This is an optimization exercise on Yosys and OpenROAD, whose aim is small area, a short achievable clock period and few clock cycles per item, not a production implementation.
Only simulation tests tie the RTL to the original design; equivalence was not proved.
No activity file was given, so power comes from the tool's default toggle rates.

## counter_based_task_scheduler
module counter_based_task_scheduler
#(
    parameter int SLOTS = 16
)
(
    input  logic        clk,
    input  logic        rst_n,
    input  logic        cfg_wr_en,
    input  logic [15:0] cfg_wr_data,
    input  logic        in_valid,
    output logic        in_stall,
    input  logic [1:0]  mode,
    input  logic [3:0]  slot,
    input  logic        used,
    input  logic [1:0]  task_status,
    input  logic [7:0]  slice_left,
    input  logic [7:0]  niceness,
    input  logic [31:0] wake_tick,
    output logic        out_valid,
    input  logic        out_stall,
    output logic [3:0]  current_task,
    output logic        switched,
    output logic        refilled,
    output logic [31:0] tick_total,
    output logic [31:0] seconds_up
);
    localparam logic [1:0] C_NEVER = 2'b00;
    localparam logic [1:0] C_SLEEP = 2'b01;
    localparam logic [1:0] C_RUN   = 2'b10;
    localparam logic [1:0] C_RIPE  = 2'b11;
    logic [1:0]  cls_r   [SLOTS];
    logic [7:0]  slice_r [SLOTS];
    logic [7:0]  rnice_r [SLOTS];    
    logic [SLOTS-1:0] snz_r;         
    logic [31:0] alarm_r [SLOTS];    
    logic [3:0]  run_r;
    logic [31:0] tick_r;
    logic [15:0] sub_r;
    logic [31:0] secs_r;
    logic [15:0] tps_r;
    logic             vb_r;          
    logic             pb_r;          
    logic             rfb_r;         
    logic             rollb_r;       
    logic [SLOTS-1:0] mids_r;        
    logic             rfp_r;         
    logic        ov_r;
    logic        sw_r;
    logic        rf_r;
    logic [31:0] tick_o;
    logic stall_o, rf_need, rf_first;
    logic accept, fire_a, fire_b;
    assign stall_o  = ov_r && out_stall;
    assign in_stall = stall_o || rf_need;
    assign accept   = in_valid && !in_stall;
    assign fire_a   = va_r && !in_stall;
    assign fire_b   = vb_r && !stall_o;
    logic        va_r;
    logic [1:0]  a_mode;
    logic [3:0]  a_slot;
    logic        a_used;
    logic [1:0]  a_status;
    logic [7:0]  a_slice;
    logic [7:0]  a_nice;
    logic [31:0] a_alarm;
    always_ff @(posedge clk or negedge rst_n)
        if (!rst_n)
            va_r <= 1'b0;
        else if (!in_stall)
            va_r <= accept;
  ...
Size in the first run: about 4100 cells after synthesis, about 150 I/O pins, about 50000 sq um of cells after synthesis.
export LEC_CHECK = 0
export CAP_MARGIN = 20
export CORE_MARGIN = 2
export CORE_UTILIZATION = 65
export CTS_CLUSTER_DIAMETER = 80
export CTS_CLUSTER_SIZE = 24
export SLEW_MARGIN = 20
create_clock -name core_clock -period 10.0 [get_ports {clk}]
standard.sh (not shown) runs the stock make flow with config.mk's settings and CLKGATE_MAP_FILE= SYNTH_SCRIPT=/design/flow/synth_recipe.tcl, a recipe that flattens the netlist after the stock synthesis.
==> flow/flow/run.sh <==
#!/bin/bash
set -euo pipefail
export SETUP_SLACK_MARGIN=5.5
bash standard.sh > standard.log 2>&1
Testbench counts at the start, summed over its fixed seeds: cycles 9,630, items 9,600.
Then changed:
==> flow/run.sh (new file) <==
#!/bin/bash
# synth_recipe.tcl (not shown) runs the flow's synth.tcl, then flattens the netlist and writes it again
# the make line also repeats each setting of config.mk as NAME=value (left out here)
make -C /OpenROAD-flow-scripts/flow DESIGN_CONFIG=/design/flow/config.mk WORK_HOME=/design/flow/orfs CLKGATE_MAP_FILE= SYNTH_SCRIPT=/design/flow/synth_recipe.tcl finish
SETUP_SLACK_MARGIN = 5   (was not set)
removed: flow/flow/run.sh
removed: flow/standard.sh
Outcome: The changed run finished clean. Area after synthesis does not change. Global-route usage is lower by 0.13 points. Clock-buffer cell count drops by 4. Combinational power came out lower by 14%. Die area stays the same. Via count falls by 1.2%. Power goes down by 3.2%. Design area fell by 2.2%. Maximum frequency is lower by 6.6%. Wire length hardly moves.

========
== run F ==
Another version of the RTL of counter_based_task_scheduler (not shown whole).
For scale: about 150 I/O pins, about 50000 um2 of cells after synthesis.
Settings: LEC_CHECK=0, CAP_MARGIN=20, CORE_MARGIN=2, CORE_UTILIZATION=65, CTS_CLUSTER_DIAMETER=80, CTS_CLUSTER_SIZE=24, SLEW_MARGIN=20; clock period 10.0 ns.
==> flow/flow/run.sh <==
#!/bin/bash
set -euo pipefail
export SETUP_SLACK_MARGIN=5.3
bash standard.sh > standard.log 2>&1
Run F: done, clean on timing, DRC and antenna
Testbench counts of run F, summed over its fixed seeds: cycles 9,624, items 9,600.
> inputs changed (run F -> run E)
==> flow/run.sh (new file) <==
#!/bin/bash
# synth_recipe.tcl (not shown) runs the flow's synth.tcl, then flattens the netlist and writes it again
# the make line also repeats each setting of config.mk as NAME=value (left out here)
make -C /OpenROAD-flow-scripts/flow DESIGN_CONFIG=/design/flow/config.mk WORK_HOME=/design/flow/orfs CLKGATE_MAP_FILE= SYNTH_SCRIPT=/design/flow/synth_recipe.tcl finish
--- a/flow/config.mk
+++ b/flow/config.mk
@@ -12,2 +12,3 @@
 export CTS_CLUSTER_SIZE = 24
+export SETUP_SLACK_MARGIN = 5
 export SLEW_MARGIN = 20
removed: flow/flow/run.sh
removed: flow/standard.sh
--- outcome ---
As far as count of cell types in the netlist goes, run F and run E are indistinguishable; the numbers are identical. Run F -> run E: share of synthesized flip-flops with an asynchronous set or reset delta 0, exact match. Total inserted antenna cells: lower on run F. Compared with run F, run E shows logic depth of the worst register-to-register path lower by 2. [run E vs run F] wire length on met2: lower in run E.

==> separate check: timing with driven ports <==
The flow's constraints put no driver on any port. The routed layouts listed below were extracted and timed again, unchanged, in two steps. Step 1 sets driving cells, clkbuf_16 on the clock port and buf_2 on the other inputs (assumed; they add their load-dependent delay and slew). Step 2 also shifts input and output timing later by t, the mid clock arrival at the registers, as if the neighbouring blocks saw the same clock. a / b / c = ideal / step 1 / step 2; a / b = the first two.
run	shift t [ns]	slack for setup (ns)	hold WS [ns]	worst slew at a driven data input, ns	pins driven straight from the clock port
the first run of note 1	0.725	5.279 / 5.279 / 4.636	0.449 / 0.449 / 0.449	0.08	1
the second run of note 1	0.744	4.945 / 4.945 / 4.377	0.442 / 0.442 / 0.442	0.07	1
run F	0.749	5.202 / 5.202 / 4.601	0.435 / 0.435 / 0.435	0.06	1
run E	0.757	4.889 / 4.889 / 4.280	0.437 / 0.437 / 0.437	0.06	1
After both steps setup and hold are still met in every run listed. The setup slack of the first run of note 1, which loses most, moves by 0.000 ns with the drivers and by -0.643 ns with both steps.
